Context: an optimization exercise on an open-source flow, tuned for small area, a short achievable clock period and few clock cycles. The choices shown serve that exercise and are no tape-out recipe.
The RTL was checked by simulation tests, not by an equivalence proof against the original design.
Power is estimated from default activity; no workload was simulated.

Design prbs_corr_top, start of the top module:
module prbs_corr_top (
    input  logic                       clk,
    input  logic                       rst_n,
    input  logic signed [12-1:0] adc_i_i,
    input  logic signed [12-1:0] adc_q_i,
    input  logic                       adc_valid_i,
    output logic                       adc_ready_o,
    input  logic                       cfg_enable_i,
    input  logic                       cfg_mode_i,
    input  logic [24-1:0]     cfg_threshold_i,
    output logic signed [24-1:0] corr_i_o,
    output logic signed [24-1:0] corr_q_o,
    output logic [7-1:0]    corr_bin_o,
    output logic                       corr_valid_o,
    output logic                       corr_last_o,
    output logic [24-1:0]     det_mag_o,
    output logic [7-1:0]    det_bin_o,
    output logic                       det_valid_o,
    output logic [16-1:0] det_count_o
);
    localparam int W = 18;
    logic [7*15-1:0]  bus_i, bus_q;
    logic        m7, wrap_pass, flush, first_add;
    logic        tap_valid, tap_last;
    logic [6:0]  tap_bin;
    logic [W-1:0] tap_i, tap_q;
    sample_capture u_sample_capture (
        .clk          (clk),
        .rst_n        (rst_n),
        .adc_i_i      (adc_i_i),
        .adc_q_i      (adc_q_i),
        .adc_valid_i  (adc_valid_i),
        .cfg_enable_i (cfg_enable_i),
        .cfg_mode_i   (cfg_mode_i),
        .adc_ready_o  (adc_ready_o),
        .bus_i_o      (bus_i),
        .bus_q_o      (bus_q),
        .m7_o         (m7),
  ...
Settings: LEC_CHECK=0, CAP_MARGIN=20, CORE_MARGIN=2, CORE_UTILIZATION=65, CTS_CLUSTER_DIAMETER=150, CTS_CLUSTER_SIZE=20, PLACE_DENSITY=0.76, SETUP_SLACK_MARGIN=4.5, SLEW_MARGIN=20; clock period 8.0 ns.
run.sh (not shown) runs the stock make flow with config.mk's settings and CLKGATE_MAP_FILE= SYNTH_SCRIPT=/design/flow/synth_recipe.tcl, a recipe that flattens the netlist after the stock synthesis.
Testbench counts at the start, summed over its fixed seeds: cycles 6,948.
Change:
Settings changed: CTS_CLUSTER_SIZE 20 to 24, SETUP_SLACK_MARGIN 4.5 to 4.45.
The new run passed the timing, DRC and antenna checks.
Combinational power rises by about 0.8%.
Count of clock-buffer cells in the layout shrinks by 48.
Via count came out lower by 0.74%.
Synthesized area stays the same.
Setup slack gets worse by 70 ps.
Power came out lower by 1.7%.
Critical path depth is lower by 1.
Hold slack gains 5.1 ps.
Final cell count went down by 0.35%.

Setup of run P:
Starting RTL as in the previous note.
==> flow/config.mk <==
export PLATFORM = sky130hd
export DESIGN_NAME = prbs_corr_top
export DESIGN_NICKNAME = prbs_corr_top
export VERILOG_FILES = /design/flow/design.v
export SDC_FILE = /design/flow/constraint.sdc
export NUM_CORES = 4
export LEC_CHECK = 0
export CAP_MARGIN = 20
export CORE_MARGIN = 2
export CORE_UTILIZATION = 65
export CTS_CLUSTER_DIAMETER = 150
export CTS_CLUSTER_SIZE = 20
export PLACE_DENSITY = 0.76
export SETUP_SLACK_MARGIN = 4.45
export SLEW_MARGIN = 20
export TNS_END_PERCENT = 30
==> flow/constraint.sdc <==
create_clock -name core_clock -period 8.0 [get_ports {clk}]
set_input_delay 1.6000 -clock core_clock [delete_from_list [all_inputs] [get_ports {clk}]]
set_output_delay 1.6000 -clock core_clock [all_outputs]
set_load 0.01 [all_outputs]
Testbench counts of run P, summed over its fixed seeds: cycles 6,948.
## Diff of input files: run E against run P
# run P
export LEC_CHECK = 0
export CAP_MARGIN = 20
export CORE_MARGIN = 2
export CORE_UTILIZATION = 65
export CTS_CLUSTER_DIAMETER = 150
export CTS_CLUSTER_SIZE = 20
export PLACE_DENSITY = 0.76
export SETUP_SLACK_MARGIN = 4.45
export SLEW_MARGIN = 20
export TNS_END_PERCENT = 30
create_clock -name core_clock -period 8.0 [get_ports {clk}]
# run E
export LEC_CHECK = 0
export CAP_MARGIN = 20
export CORE_MARGIN = 2
export CORE_UTILIZATION = 65
export CTS_CLUSTER_DIAMETER = 150
export CTS_CLUSTER_SIZE = 20
export PLACE_DENSITY = 0.76
export SETUP_SLACK_MARGIN = 4.45
export SLEW_MARGIN = 20
create_clock -name core_clock -period 8.0 [get_ports {clk}]
[summary]
Between run P and run E, the clock tree buffer count of the final layout figures differ only marginally.
On worst voltage drop across the vdd grid, run E and run P are basically level.
The signed area change from the synthesized netlist to the final layout on run E is in line with that on run P.

port drivers added, routing unchanged:
Ports are ideal in the flow. The routed layouts listed here were re-timed in OpenROAD.
Step 1 (the two cells are an assumption about what drives the block):
set clk [get_ports {clk}]
set_driving_cell -lib_cell sky130_fd_sc_hd__clkbuf_16 $clk
set_driving_cell -lib_cell sky130_fd_sc_hd__buf_2 [delete_from_list [all_inputs] $clk]
Step 2, shift: input delay + t, output delay - t, t = (earliest + latest rising clock arrival at the registers) / 2. This alone moves slack from input paths to output paths.
Three values: ideal ports, drivers, drivers and shift; two values: the first two.
run	shift t [ns]	setup slack, ns	worst setup path at the end	latest minus earliest clock arrival (ns)	pins driven straight from the clock port
the first run of note 1	1.002	4.465 / 4.419 / 3.943	input to register	0.076 / 0.075	1
the second run of note 1	1.012	4.395 / 4.395 / 3.861	input to register	0.081 / 0.081	1
run P	1.000	4.414 / 4.333 / 3.859	input to register	0.068 / 0.069	1
run E	1.002	4.469 / 4.427 / 3.842	input to register	0.068 / 0.068	1
After both steps setup and hold are still met in every run listed. The setup slack of run E, which loses most, moves by -0.042 ns with the drivers and by -0.627 ns with both steps.
